Context: an optimization exercise on an open-source flow, tuned for a short achievable clock period and few clock cycles. The choices shown serve that exercise and are no tape-out recipe.
Where RTL was checked, it was by simulation tests only, not by an equivalence proof against the original.
No activity file was given, so power comes from the tool's default toggle rates.

v6:
// v33_exec_core
module v33_exec_core #(
    parameter int IQ_DEPTH = 5
) (
    input  logic                       clk,
    input  logic                       reset,
    input  logic [v33_pkg::BYTE_W-1:0] code_byte,
    input  logic                       code_valid,
    output logic                       code_req,
    output logic                       io_write,
    output logic [v33_pkg::WORD_W-1:0] io_addr,
    output logic [v33_pkg::WORD_W-1:0] io_data
);
    logic [QW-1:0] head;
    logic head_valid;
    logic pop;
    logic fire;
    logic [RW-1:0] rd_bits;
    logic [7:0] p_n;
    logic [7:0] g_n;
    logic [7:0] b_hi_n;
    logic [63:0] hi_flat;
    logic [15:0] wmask1;
    logic [7:0] wval1;
    logic [7:0] wmask2;
    logic [7:0] wmask2_1;
    logic [7:0] wval2;
    prefetch_queue #(
        .IQ_DEPTH(IQ_DEPTH)
    ) u_queue (
        .clk        (clk),
        .reset      (reset),
        .code_byte  (code_byte),
        .code_valid (code_valid),
        .code_req   (code_req),
        .head       (head),
        .head_valid (head_valid),
        .pop        (pop)
    );
    operand_stage u_operand (
        .clk        (clk),
        .reset      (reset),
        .head       (head),
        .head_valid (head_valid),
        .pop        (pop),
        .fire       (fire),
        .rd_bits    (rd_bits),
        .p_n        (p_n),
        .g_n        (g_n),
        .b_hi_n     (b_hi_n),
        .io_addr_lo (io_addr[7:0]),
        .io_data_lo (io_data[7:0]),
        .hi_flat    (hi_flat),
        .wmask1     (wmask1),
        .wmask2_1   (wmask2_1),
        .wval1      (wval1),
        .wmask2     (wmask2),
  ...
Settings: LEC_CHECK=0, ABC_CLOCK_PERIOD_IN_PS=1500, CAP_MARGIN=20, CORE_MARGIN=2, CORE_UTILIZATION=50, SETUP_SLACK_MARGIN=2.6, SLEW_MARGIN=20, TNS_END_PERCENT=5; clock period 4.4 ns.
standard.sh (not shown) runs the stock make flow with config.mk's settings and CLKGATE_MAP_FILE= SYNTH_SCRIPT=/design/flow/synth_recipe.tcl, a recipe that flattens the netlist after the stock synthesis.
==> flow/flow/run.sh <==
#!/bin/bash
# Layout flow: the standard flow, with the port buffers made from
# sky130_fd_sc_hd__buf_4 instead of the resizer's default choice, which it
# does not resize afterwards.
set -e
export BUFFER_PORTS_ARGS="-buffer_cell sky130_fd_sc_hd__buf_4"
bash standard.sh > standard.log 2>&1
Testbench counts of v6, summed over its fixed seeds: cycles 44,779.
Here is what was changed in the inputs of v7 compared with v6.
-- flow/design.v --
<<< v6, line 432
    assign b_hi_n = b_hi;  
    always_ff @(posedge clk) begin
        if (fire && rd.out) begin
            io_addr_lo <= b_x;
            io_data_lo <= a_lo;
        end
    end
    always_ff @(posedge clk) begin
>>> v7, line 432
    assign b_hi_n = b_hi;  
    always_ff @(posedge clk) begin
        io_addr_lo <= b_x;
        io_data_lo <= a_lo;
    end
    always_ff @(posedge clk) begin
<<< v6, line 473
    input  logic [7:0]                 g_n,
    input  logic [7:0]                 b_hi_n,
    input  logic [63:0]                hi_flat,
    output logic [15:0]                wmask1,
>>> v7, line 471
    input  logic [7:0]                 g_n,
    input  logic [7:0]                 b_hi_n,
    input  logic [7:0]                 io_addr_lo1,
    input  logic [7:0]                 io_data_lo1,
    input  logic [63:0]                hi_flat,
    output logic [15:0]                wmask1,
<<< v6, line 480
    output logic [7:0]                 wval2,
    output logic                       io_write,
    output logic [7:0]                 io_addr_hi,
    output logic [7:0]                 io_data_hi
);
    function automatic [8:0] carries(input [7:0] p, input [7:0] g, input c);
>>> v7, line 480
    output logic [7:0]                 wval2,
    output logic                       io_write,
    output logic [v33_pkg::WORD_W-1:0] io_addr,
    output logic [v33_pkg::WORD_W-1:0] io_data
);
    function automatic [8:0] carries(input [7:0] p, input [7:0] g, input c);
<<< v6, line 632
            io_write <= out1;
        end
        io_addr_hi <= b_hi_r;
        io_data_hi <= a_hi_r;
    end
    always_ff @(posedge clk) begin
>>> v7, line 632
            io_write <= out1;
        end
        io_addr <= {b_hi_r, io_addr_lo1};
        io_data <= {a_hi_r, io_data_lo1};
    end
    always_ff @(posedge clk) begin
<<< v6, line 707
    logic [7:0] g_n;
    logic [7:0] b_hi_n;
    logic [63:0] hi_flat;
    logic [15:0] wmask1;
>>> v7, line 707
    logic [7:0] g_n;
    logic [7:0] b_hi_n;
    logic [7:0] io_addr_lo1;
    logic [7:0] io_data_lo1;
    logic [63:0] hi_flat;
    logic [15:0] wmask1;
<<< v6, line 736
        .g_n        (g_n),
        .b_hi_n     (b_hi_n),
        .io_addr_lo (io_addr[7:0]),
        .io_data_lo (io_data[7:0]),
        .hi_flat    (hi_flat),
        .wmask1     (wmask1),
>>> v7, line 738
        .g_n        (g_n),
        .b_hi_n     (b_hi_n),
        .io_addr_lo (io_addr_lo1),
        .io_data_lo (io_data_lo1),
        .hi_flat    (hi_flat),
        .wmask1     (wmask1),
<<< v6, line 753
        .g_n      (g_n),
        .b_hi_n   (b_hi_n),
        .hi_flat  (hi_flat),
        .wmask1   (wmask1),
>>> v7, line 755
        .g_n      (g_n),
        .b_hi_n   (b_hi_n),
        .io_addr_lo1 (io_addr_lo1),
        .io_data_lo1 (io_data_lo1),
        .hi_flat  (hi_flat),
        .wmask1   (wmask1),
<<< v6, line 760
        .wval2    (wval2),
        .io_write (io_write),
        .io_addr_hi (io_addr[15:8]),
        .io_data_hi (io_data[15:8])
    );
endmodule
>>> v7, line 764
        .wval2    (wval2),
        .io_write (io_write),
        .io_addr  (io_addr),
        .io_data  (io_data)
    );
endmodule
==> notes.md <==
- v7 closes out successfully: all stages finished, all timing, DRC and antenna checks passed.
- Post-placement cell area (lower): v6
- Comparing placer's final routability congestion estimate for v6 and v7, the bigger number came from v6.
- Diff v6 -> v7: final net count went down; wire length on met1 went down; final sequential cell count went up.
- Comparing v7 with v6, the vias per cell came out essentially unchanged.
- Diff v6 -> v7 | worst supply voltage drop on vdd | increase of 7.7%
- Compared v7 against v6; part of the Yosys area used for sequential elements within noise.
- v7 — final critical delay including setup and external delays 58 ps higher, v6 as reference
- From v6 to v7 the numbers moved as follows: number of logic stages on the critical path including buffering went down by 2; share of the clock period used by the worst path went up by 1.3 points.
- Diff v6 -> v7 | global-route wire length before repair | down by a few percent
- v7 -> v6: multiplexer share of the synthesized area flat
- NOTE height of the chip v6->v7 increased slightly
Function not checked in v7: the RTL went through the layout flow alone.

* * *

Another version of the RTL of v33_exec_core (not shown whole).
Size in the first run: ~45 I/O pins, ~34,000 um^2 of cells after synthesis.
export LEC_CHECK = 0
export ABC_CLOCK_PERIOD_IN_PS = 1500
export CAP_MARGIN = 20
export CORE_MARGIN = 2
export CORE_UTILIZATION = 65
export SETUP_SLACK_MARGIN = 2.45
export SLEW_MARGIN = 20
export TNS_END_PERCENT = 100
create_clock -name core_clock -period 4.4 [get_ports {clk}]
Scripts as last shown in full above: flow/flow/run.sh
Testbench counts at the start, summed over its fixed seeds: cycles 44,855.
Change:
--- a/flow/design.v
+++ b/flow/design.v
@@ -634,20 +634,20 @@
         end
     end
     assign b_hi_s = (b_hi_r | bh0 | cvt0) ^ {8{sub0 && wide0}};
     always_ff @(posedge clk) begin
         if (reset) begin
             io_write <= 1'b0;
         end else begin
             io_write <= out0;
         end
-        io_addr <= {16{out0}} & {b_hi_r, bs0};  
-        io_data <= {16{out0}} & {a_hi_r, a0};
+        io_addr <= {b_hi_r, bs0};  
+        io_data <= {a_hi_r, a0};
     end
     always_ff @(posedge clk) begin
         if (reset) begin
             m1 <= '0;
             ex1_w2 <= '0;
             alu1 <= 1'b0;
             flag1 <= 1'b0;
         end else begin
             m1 <= pg_w1;
What happened: Non-clock buffer count is higher by 10; utilization came out higher by 1.1 points; critical path depth does not change; count of clock-buffer cells in the layout came out lower by 6; final area stays flat; via count stays flat; worst setup slack hardly moves; power increases slightly.
Testbench counts after the change, summed over its fixed seeds: cycles 44,855.

==> port drivers added, routing unchanged <==
Ports are ideal in the flow. The routed layouts listed here were re-timed in OpenROAD.
Step 1 (the two cells are an assumption about what drives the block):
set clk [get_ports {clk}]
set_driving_cell -lib_cell sky130_fd_sc_hd__clkbuf_16 $clk
set_driving_cell -lib_cell sky130_fd_sc_hd__buf_2 [delete_from_list [all_inputs] $clk]
Step 2 also shifts input and output timing later by t, the mid clock arrival at the registers, as if the neighbouring blocks saw the same clock.
a / b / c = no drivers / after step 1 / after step 2; a / b = the first two.
| run | t, ns | slack for setup (ns) | hold slack, ns | worst slew at a driven data input, ns | cell pins on the clock port's net |
|---|---|---|---|---|---|
| v6 | 0.708 | 2.142 / 2.142 / 1.941 | 0.328 / 0.304 / 0.328 | 0.04 | 1 |
| v7 | 0.701 | 2.085 / 2.085 / 1.979 | 0.326 / 0.305 / 0.326 | 0.04 | 1 |
| the first run of note 2 | 0.700 | 2.406 / 2.345 / 1.952 | 0.320 / 0.309 / 0.320 | 0.04 | 1 |
| the second run of note 2 | 0.692 | 2.405 / 2.343 / 1.896 | 0.328 / 0.314 / 0.328 | 0.04 | 1 |
After both steps every run listed still meets setup and hold. For the second run of note 2, which loses most, drivers alone change the setup slack by -0.062 ns; drivers and shift together by -0.509 ns.
